This design comes from an exercise in tuning for small area and a short achievable clock period on the open sky130 flow, not from production work.
At most, simulation tests tie the RTL to the original design; equivalence was not proved.
Power and IR drop assume default switching activity.

==> module tile_buffer, before the edit <==
module tile_buffer
#(
    parameter int W   = 24,
    parameter int OFS = 0
)(
    input  logic            hdmi_tx_pix_clk,
    input  logic            reset,
    input  logic            frame_sync,
    input  logic            we,
    input  logic [W-1:0]    wr_pix,
    input  logic [W-1:0]    wr_pix_n,   
    input  logic [2:0]      ph,
    output logic [16*W-1:0] taps   
);
    logic [W-1:0] ring [4][8];
    logic         sync_d;
    logic         sync_rise;
    logic [5:0]   wr_cnt;    
    logic         wr_en;
    logic [5:0]   cnt_nx;
    logic [2:0]   word_nx;
    logic [2:0]   wr_word;
    logic [2:0]   wr_word_n;
    logic [2:0]   row_n;     
    logic [W-1:0] ld [4][8];
    logic [W-1:0] ldn [4][8];
    assign sync_rise = frame_sync && !sync_d;
    assign wr_en     = we && !wr_cnt[5] && !sync_rise;
    always_comb
    begin
        if (reset)
        begin
            cnt_nx  = '0;
            word_nx = 3'(OFS - 1);
        end
        else if (sync_rise)
        begin
            cnt_nx  = '0;
            word_nx = 3'(OFS - 2) - ph;
        end
        else if (wr_en)
        begin
            cnt_nx  = wr_cnt + 1'b1;
            word_nx = (wr_cnt[2:0] == 3'd7) ? wr_word - 1'b1 : wr_word;
        end
        else
        begin
            cnt_nx  = wr_cnt;
            word_nx = wr_word - 1'b1;
        end
    end
    always_ff @(posedge hdmi_tx_pix_clk)
    begin
        sync_d    <= !reset && frame_sync;
        wr_cnt    <= cnt_nx;
        wr_word   <= word_nx;
        wr_word_n <= ~word_nx;
        row_n     <= ~cnt_nx[5:3];
    end
    always_comb
    begin
        for (int r = 0; r < 4; r++)
            for (int i = 0; i < 8; i++)
            begin
                ld[r][i]  = {W{we && !sync_rise && !wr_cnt[5] && wr_cnt[4:3] == 2'(r) &&
                               wr_word == 3'(i)}};
                ldn[r][i] = {W{!we || sync_rise || !row_n[2] || row_n[1:0] != ~2'(r) ||
                               wr_word_n != ~3'(i)}};
            end
    end
    always_ff @(posedge hdmi_tx_pix_clk)
    begin
        for (int r = 0; r < 4; r++)
            for (int i = 0; i < 8; i++)
                ring[r][i] <= ~((ring[r][(i + 1) % 8] | ld[r][i]) &
                                (((i % 2 == 1) ? wr_pix : wr_pix_n) | ldn[r][i]));
    end
    always_comb
    begin
        for (int r = 0; r < 4; r++)
            for (int t = 0; t < 4; t++)
                taps[(4 * r + t) * W +: W] = ring[r][2 * t];
    end
endmodule
make LEC_CHECK=0 CAP_MARGIN=10 CORE_MARGIN=2 CORE_UTILIZATION=40 CTS_CLUSTER_DIAMETER=100 CTS_CLUSTER_SIZE=30 SETUP_SLACK_MARGIN=2.1 SLEW_MARGIN=10 finish   # period 4.0 ns
run.sh (not shown) runs the stock make flow with config.mk's settings and CLKGATE_MAP_FILE= SYNTH_SCRIPT=/design/flow/synth_recipe.tcl, a recipe that flattens the netlist after the stock synthesis.
Rerun with:
--- a/flow/design.v
+++ b/flow/design.v
@@ -75,10 +75,12 @@
     logic [5:0]   wr_cnt;    
     logic         wr_en;
     logic [5:0]   cnt_nx;
-    logic [2:0]   word_nx;
-    logic [2:0]   wr_word;
-    logic [2:0]   wr_word_n;
-    logic [2:0]   row_n;     
+    logic [7:0]   word_nx;
+    logic [3:0]   row_nx;
+    logic [7:0]   word_q;
+    logic [7:0]   word_qn;
+    logic [3:0]   row_q;
+    logic [3:0]   row_qn;
     logic [W-1:0] ld [4][8];
     logic [W-1:0] ldn [4][8];
     assign sync_rise = frame_sync && !sync_d;
@@ -88,41 +90,42 @@
         if (reset)
         begin
             cnt_nx  = '0;
-            word_nx = 3'(OFS - 1);
+            word_nx = 8'(1) << 3'(OFS - 1);
         end
         else if (sync_rise)
         begin
             cnt_nx  = '0;
-            word_nx = 3'(OFS - 2) - ph;
+            word_nx = 8'(1) << (3'(OFS - 2) - ph);
         end
         else if (wr_en)
         begin
             cnt_nx  = wr_cnt + 1'b1;
-            word_nx = (wr_cnt[2:0] == 3'd7) ? wr_word - 1'b1 : wr_word;
+            word_nx = (wr_cnt[2:0] == 3'd7) ? {word_q[0], word_q[7:1]} : word_q;
         end
         else
         begin
             cnt_nx  = wr_cnt;
-            word_nx = wr_word - 1'b1;
+            word_nx = {word_q[0], word_q[7:1]};
         end
+        for (int r = 0; r < 4; r++)
+            row_nx[r] = !cnt_nx[5] && (cnt_nx[4:3] == 2'(r));
     end
     always_ff @(posedge hdmi_tx_pix_clk)
     begin
-        sync_d    <= !reset && frame_sync;
-        wr_cnt    <= cnt_nx;
-        wr_word   <= word_nx;
-        wr_word_n <= ~word_nx;
-        row_n     <= ~cnt_nx[5:3];
+        sync_d  <= !reset && frame_sync;
+        wr_cnt  <= cnt_nx;
+        word_q  <= word_nx;
+        word_qn <= ~word_nx;
+        row_q   <= row_nx;
+        row_qn  <= ~row_nx;
     end
     always_comb
     begin
         for (int r = 0; r < 4; r++)
             for (int i = 0; i < 8; i++)
             begin
-                ld[r][i]  = {W{we && !sync_rise && !wr_cnt[5] && wr_cnt[4:3] == 2'(r) &&
-                               wr_word == 3'(i)}};
-                ldn[r][i] = {W{!we || sync_rise || !row_n[2] || row_n[1:0] != ~2'(r) ||
-                               wr_word_n != ~3'(i)}};
+                ld[r][i]  = {W{we && !sync_rise && row_q[r] && word_q[i]}};
+                ldn[r][i] = {W{!we || sync_rise || row_qn[r] || word_qn[i]}};
             end
     end
     always_ff @(posedge hdmi_tx_pix_clk)
Die area rises by 1.8%.
Setup slack is worse by 40 ps.
Non-clock buffer count fell by 95.
Hold slack is better by 77 ps.
Synthesized area is higher by 1.9%.
Combinational power went down by 34%.
Final area went down by 3.1%.
Sequential share of layout area is higher by 3.0 points.
Global-route usage falls by 1.1 points.
First-iteration DRC count rose by 9.6%.
Cell count rose by 5.4%.
Function not checked in the first run of this note: the RTL went through the layout flow alone.

========
The RTL this note starts from:
==> flow/design.v <==
package stitch_pkg;
    localparam int PIX_W = 24;   
    localparam int CAM_W = 16;   
    localparam int CH_W  = 8;    
    typedef enum logic [1:0]
    {
        PH_SYNC   = 2'd0,   
        PH_BACK   = 2'd1,   
        PH_ACTIVE = 2'd2,   
        PH_FRONT  = 2'd3    
    } raster_phase_t;
    typedef enum logic [1:0]
    {
        Q_CAM_L  = 2'd0,   
        Q_CAM_R  = 2'd1,   
        Q_HDMI_L = 2'd2,   
        Q_HDMI_R = 2'd3    
    } quad_t;
endpackage
module cam_capture
(
    input  logic        hdmi_tx_pix_clk,
    input  logic        reset,
    input  logic        cam_href,
    input  logic [7:0]  cam_data,
    output logic        cam_we,
    output logic [15:0] cam_word,
    output logic [15:0] cam_word_n   
);
    logic       lo_phase;
    logic [7:0] b1;   
    logic [7:0] b2;   
    logic [7:0] b1n;
    logic [7:0] b2n;
    always_ff @(posedge hdmi_tx_pix_clk)
    begin
        if (reset)
        begin
            lo_phase <= 1'b0;
            cam_we   <= 1'b0;
        end
        else
        begin
            cam_we   <= cam_href && lo_phase;
            lo_phase <= cam_href ? ~lo_phase : 1'b0;
        end
    end
    always_ff @(posedge hdmi_tx_pix_clk)
    begin
        b1  <= cam_data;
        b2  <= b1;
        b1n <= ~cam_data;
        b2n <= b1n;
    end
    assign cam_word   = {b2, b1};
    assign cam_word_n = {b2n, b1n};
endmodule
module tile_buffer
#(
    parameter int W   = 24,
    parameter int OFS = 0
)(
    input  logic            hdmi_tx_pix_clk,
    input  logic            reset,
    input  logic            frame_sync,
    input  logic            we,
    input  logic [W-1:0]    wr_pix,
    input  logic [W-1:0]    wr_pix_n,   
    input  logic [2:0]      ph,
    output logic [16*W-1:0] taps   
);
    logic [W-1:0] ring [4][8];
    logic         sync_d;
    logic         sync_rise;
    logic [5:0]   wr_cnt;    
    logic         wr_en;
    logic [5:0]   cnt_nx;
    logic [2:0]   word_nx;
    logic [2:0]   wr_word;
    logic [2:0]   wr_word_n;
    logic [2:0]   row_n;     
    logic [W-1:0] ld [4][8];
    logic [W-1:0] ldn [4][8];
    assign sync_rise = frame_sync && !sync_d;
    assign wr_en     = we && !wr_cnt[5] && !sync_rise;
    always_comb
    begin
        if (reset)
        begin
            cnt_nx  = '0;
            word_nx = 3'(OFS - 1);
        end
        else if (sync_rise)
        begin
            cnt_nx  = '0;
            word_nx = 3'(OFS - 2) - ph;
        end
        else if (wr_en)
        begin
            cnt_nx  = wr_cnt + 1'b1;
            word_nx = (wr_cnt[2:0] == 3'd7) ? wr_word - 1'b1 : wr_word;
        end
        else
        begin
            cnt_nx  = wr_cnt;
            word_nx = wr_word - 1'b1;
        end
    end
    always_ff @(posedge hdmi_tx_pix_clk)
    begin
        sync_d    <= !reset && frame_sync;
        wr_cnt    <= cnt_nx;
        wr_word   <= word_nx;
        wr_word_n <= ~word_nx;
        row_n     <= ~cnt_nx[5:3];
    end
    always_comb
    begin
        for (int r = 0; r < 4; r++)
            for (int i = 0; i < 8; i++)
            begin
                ld[r][i]  = {W{we && !sync_rise && !wr_cnt[5] && wr_cnt[4:3] == 2'(r) &&
                               wr_word == 3'(i)}};
                ldn[r][i] = {W{!we || sync_rise || !row_n[2] || row_n[1:0] != ~2'(r) ||
                               wr_word_n != ~3'(i)}};
            end
    end
    always_ff @(posedge hdmi_tx_pix_clk)
    begin
        for (int r = 0; r < 4; r++)
            for (int i = 0; i < 8; i++)
                ring[r][i] <= ~((ring[r][(i + 1) % 8] | ld[r][i]) &
                                (((i % 2 == 1) ? wr_pix : wr_pix_n) | ldn[r][i]));
    end
    always_comb
    begin
        for (int r = 0; r < 4; r++)
            for (int t = 0; t < 4; t++)
                taps[(4 * r + t) * W +: W] = ring[r][2 * t];
    end
endmodule
module video_timing
(
    input  logic       hdmi_tx_pix_clk,
    input  logic       reset,
    output logic       hs,
    output logic       vs,
    output logic       de,
    output logic [2:0] ph,
    output logic [31:0] sel
);
    logic [4:0] hc;
    logic [4:0] vc;
    logic [1:0] tap;
    logic [4:0] hc_nx;
    logic [4:0] vc_nx;
    logic [1:0] tap_nx;
    logic       de_nx;
    always_comb
    begin
        hc_nx  = hc + 1'b1;
        vc_nx  = vc;
        tap_nx = tap;
        if (reset)
        begin
            hc_nx  = 5'd3;
            vc_nx  = 5'd3;
            tap_nx = 2'd0;
        end
        else if (hc == 5'd25)
        begin
            hc_nx = 5'd3;
            if (vc == 5'd16)
            begin
                vc_nx  = 5'd3;
                tap_nx = tap - 1'b1;
            end
            else
                vc_nx = vc + 1'b1;
        end
    end
    assign de_nx = (hc_nx >= 5'd8) && (hc_nx < 5'd24) && (vc_nx[4:3] == 2'b01);
    always_ff @(posedge hdmi_tx_pix_clk)
    begin
        hc  <= hc_nx;
        vc  <= vc_nx;
        tap <= tap_nx;
        ph  <= reset ? 3'd0 : ph + 1'b1;
        for (int k = 0; k < 32; k++)
            sel[k] <= de_nx && ({vc_nx[2], vc_nx[1:0], tap_nx} == 5'(k));
    end
    assign hs = (hc < 5'd5);
    assign vs = (vc == 5'd3);
    assign de = (hc >= 5'd8) && (hc < 5'd24) && (vc[4:3] == 2'b01);
endmodule
module quad_reader
(
    input  logic         hdmi_tx_pix_clk,
    input  logic         reset,
    input  logic         hs,
    input  logic         vs,
    input  logic         de,
    input  logic [31:0]  sel,         
    input  logic [255:0] cam_taps,    
    input  logic [383:0] hdmi_taps,   
    output logic         hdmi_tx_hs,
    output logic         hdmi_tx_vs,
    output logic         hdmi_tx_de,
    output logic [23:0]  hdmi_tx_data
);
    logic        hs_d1;
    logic        vs_d1;
    logic        de_d1;
    logic [23:0] pix_d1;
    logic [15:0] w;
    logic [23:0] hdmi_pix;
    always_comb
    begin
        w        = '0;
        hdmi_pix = '0;
        for (int r = 0; r < 4; r++)
            for (int t = 0; t < 4; t++)
            begin
                w        = w | ({16{sel[4 * r + t]}} & cam_taps[(4 * r + t) * 16 +: 16]);
                hdmi_pix = hdmi_pix | ({24{sel[16 + 4 * r + t]}} & hdmi_taps[(4 * r + t) * 24 +: 24]);
            end
    end
    always_ff @(posedge hdmi_tx_pix_clk)
    begin
        if (reset)
        begin
            hs_d1        <= 1'b0;
            vs_d1        <= 1'b0;
            de_d1        <= 1'b0;
            pix_d1       <= '0;
            hdmi_tx_hs   <= 1'b0;
            hdmi_tx_vs   <= 1'b0;
            hdmi_tx_de   <= 1'b0;
            hdmi_tx_data <= '0;
        end
        else
        begin
            hs_d1        <= hs;
            vs_d1        <= vs;
            de_d1        <= de;
            pix_d1       <= {w[15:11], w[15:13], w[10:5], w[10:9], w[4:0], w[4:2]} | hdmi_pix;
            hdmi_tx_hs   <= hs_d1;
            hdmi_tx_vs   <= vs_d1;
            hdmi_tx_de   <= de_d1;
            hdmi_tx_data <= pix_d1;
        end
    end
endmodule
module stitch_top
#(
    parameter int TILE_H  = 8,
    parameter int TILE_V  = 4,
    parameter int H_SYNC  = 2,
    parameter int H_BACK  = 3,
    parameter int H_FRONT = 2,
    parameter int V_SYNC  = 1,
    parameter int V_BACK  = 4,
    parameter int V_FRONT = 1
)(
    input  logic               hdmi_tx_pix_clk,
    input  logic               reset,
    input  logic               cam_vsync,
    input  logic               cam_href,
    input  logic [stitch_pkg::CAM_W/2-1:0] cam_data,
    input  logic               hdmi_rx_vs,
    input  logic               hdmi_rx_de,
    input  logic [stitch_pkg::PIX_W-1:0]   hdmi_rx_data,
    output logic               hdmi_tx_vs,
    output logic               hdmi_tx_hs,
    output logic               hdmi_tx_de,
    output logic [stitch_pkg::PIX_W-1:0]   hdmi_tx_data
);
    logic        cam_we;
    logic [15:0] cam_word;
    logic [15:0] cam_word_n;
    logic [255:0] cam_taps;
    logic [383:0] hdmi_taps;
    logic [2:0]  ph;
    logic [31:0] sel;
    logic        hs;
    logic        vs;
    logic        de;
    cam_capture i_cam_capture (
        .hdmi_tx_pix_clk (hdmi_tx_pix_clk),
        .reset           (reset),
        .cam_href        (cam_href),
        .cam_data        (cam_data),
        .cam_we          (cam_we),
        .cam_word        (cam_word),
        .cam_word_n      (cam_word_n)
    );
    tile_buffer #(.W(16), .OFS(0)) i_cam_buf (
        .hdmi_tx_pix_clk (hdmi_tx_pix_clk),
        .reset           (reset),
        .frame_sync      (cam_vsync),
        .we              (cam_we),
        .wr_pix          (cam_word),
        .wr_pix_n        (cam_word_n),
        .ph              (ph),
        .taps            (cam_taps)
    );
    tile_buffer #(.W(24), .OFS(4)) i_hdmi_buf (
        .hdmi_tx_pix_clk (hdmi_tx_pix_clk),
        .reset           (reset),
        .frame_sync      (hdmi_rx_vs),
        .we              (hdmi_rx_de),
        .wr_pix          (hdmi_rx_data),
        .wr_pix_n        (~hdmi_rx_data),
        .ph              (ph),
        .taps            (hdmi_taps)
    );
    video_timing i_video_timing (
        .hdmi_tx_pix_clk (hdmi_tx_pix_clk),
        .reset           (reset),
        .hs              (hs),
        .vs              (vs),
        .de              (de),
        .ph              (ph),
        .sel             (sel)
    );
    quad_reader i_quad_reader (
        .hdmi_tx_pix_clk (hdmi_tx_pix_clk),
        .reset           (reset),
        .hs              (hs),
        .vs              (vs),
        .de              (de),
        .sel             (sel),
        .cam_taps        (cam_taps),
        .hdmi_taps       (hdmi_taps),
        .hdmi_tx_hs      (hdmi_tx_hs),
        .hdmi_tx_vs      (hdmi_tx_vs),
        .hdmi_tx_de      (hdmi_tx_de),
        .hdmi_tx_data    (hdmi_tx_data)
    );
endmodule
==> flow/config.mk <==
export PLATFORM = sky130hd
export DESIGN_NAME = stitch_top
export DESIGN_NICKNAME = stitch_top
export VERILOG_FILES = /design/flow/design.v
export SDC_FILE = /design/flow/constraint.sdc
export NUM_CORES = 4
export LEC_CHECK = 0
export CAP_MARGIN = 10
export CORE_MARGIN = 2
export CORE_UTILIZATION = 40
export CTS_CLUSTER_DIAMETER = 100
export CTS_CLUSTER_SIZE = 30
export SETUP_SLACK_MARGIN = 2.2
export SLEW_MARGIN = 10
==> flow/constraint.sdc <==
create_clock -name core_clock -period 4.0 [get_ports {hdmi_tx_pix_clk}]
set_input_delay 0.8000 -clock core_clock [delete_from_list [all_inputs] [get_ports {hdmi_tx_pix_clk}]]
set_output_delay 0.8000 -clock core_clock [all_outputs]
set_load 0.01 [all_outputs]
The baseline completed without violations.
Then changed:
--- a/flow/design.v
+++ b/flow/design.v
@@ -76,8 +76,10 @@
     logic         wr_en;
     logic [5:0]   cnt_nx;
-    logic [2:0]   word_nx;
-    logic [2:0]   wr_word;
-    logic [2:0]   wr_word_n;
-    logic [2:0]   row_n;     
+    logic [7:0]   word_nx;
+    logic [3:0]   row_nx;
+    logic [7:0]   word_q;
+    logic [7:0]   word_qn;
+    logic [3:0]   row_q;
+    logic [3:0]   row_qn;
     logic [W-1:0] ld [4][8];
     logic [W-1:0] ldn [4][8];
@@ -89,29 +91,32 @@
         begin
             cnt_nx  = '0;
-            word_nx = 3'(OFS - 1);
+            word_nx = 8'(1) << 3'(OFS - 1);
         end
         else if (sync_rise)
         begin
             cnt_nx  = '0;
-            word_nx = 3'(OFS - 2) - ph;
+            word_nx = 8'(1) << (3'(OFS - 2) - ph);
         end
         else if (wr_en)
         begin
             cnt_nx  = wr_cnt + 1'b1;
-            word_nx = (wr_cnt[2:0] == 3'd7) ? wr_word - 1'b1 : wr_word;
+            word_nx = (wr_cnt[2:0] == 3'd7) ? {word_q[0], word_q[7:1]} : word_q;
         end
         else
         begin
             cnt_nx  = wr_cnt;
-            word_nx = wr_word - 1'b1;
+            word_nx = {word_q[0], word_q[7:1]};
         end
+        for (int r = 0; r < 4; r++)
+            row_nx[r] = !cnt_nx[5] && (cnt_nx[4:3] == 2'(r));
     end
     always_ff @(posedge hdmi_tx_pix_clk)
     begin
-        sync_d    <= !reset && frame_sync;
-        wr_cnt    <= cnt_nx;
-        wr_word   <= word_nx;
-        wr_word_n <= ~word_nx;
-        row_n     <= ~cnt_nx[5:3];
+        sync_d  <= !reset && frame_sync;
+        wr_cnt  <= cnt_nx;
+        word_q  <= word_nx;
+        word_qn <= ~word_nx;
+        row_q   <= row_nx;
+        row_qn  <= ~row_nx;
     end
     always_comb
@@ -120,8 +125,6 @@
             for (int i = 0; i < 8; i++)
             begin
-                ld[r][i]  = {W{we && !sync_rise && !wr_cnt[5] && wr_cnt[4:3] == 2'(r) &&
-                               wr_word == 3'(i)}};
-                ldn[r][i] = {W{!we || sync_rise || !row_n[2] || row_n[1:0] != ~2'(r) ||
-                               wr_word_n != ~3'(i)}};
+                ld[r][i]  = {W{we && !sync_rise && row_q[r] && word_q[i]}};
+                ldn[r][i] = {W{!we || sync_rise || row_qn[r] || word_qn[i]}};
             end
     end
The changed run completed with no timing, DRC or antenna violations; die area rose slightly; area after synthesis rose slightly; sequential share of layout area rose by 3.3 points; design area fell by a few percent; wire length stays flat.
The RTL of the first run of this note was laid out without a check of its function.

re-timing with driven ports:
No port has a modelled driver above. Below, the same layouts with a new extraction and two added sets of constraints.
Step 1 sets driving cells, clkbuf_16 on the clock port and buf_2 on the other inputs (assumed; they add their load-dependent delay and slew).
Step 2, shift: input delay + t, output delay - t, t = (earliest + latest rising clock arrival at the registers) / 2. This alone moves slack from input paths to output paths.
Three values: ideal, step 1, step 2; two values: the first two.
| run | t, ns | setup WS [ns] | pins driven straight from the clock port |
|---|---|---|---|
| the first run of note 1 | 0.797 | 1.991 / 1.915 / 1.316 | 1 |
| the second run of note 1 | 0.784 | 1.951 / 1.876 / 1.362 | 1 |
| the first run of note 2 | 0.782 | 1.975 / 1.938 / 1.374 | 1 |
| the second run of note 2 | 0.772 | 2.037 / 1.962 / 1.375 | 1 |
After both steps every run listed still meets setup and hold. The setup slack of the first run of note 1, which loses most, moves by -0.076 ns with the drivers and by -0.675 ns with both steps.
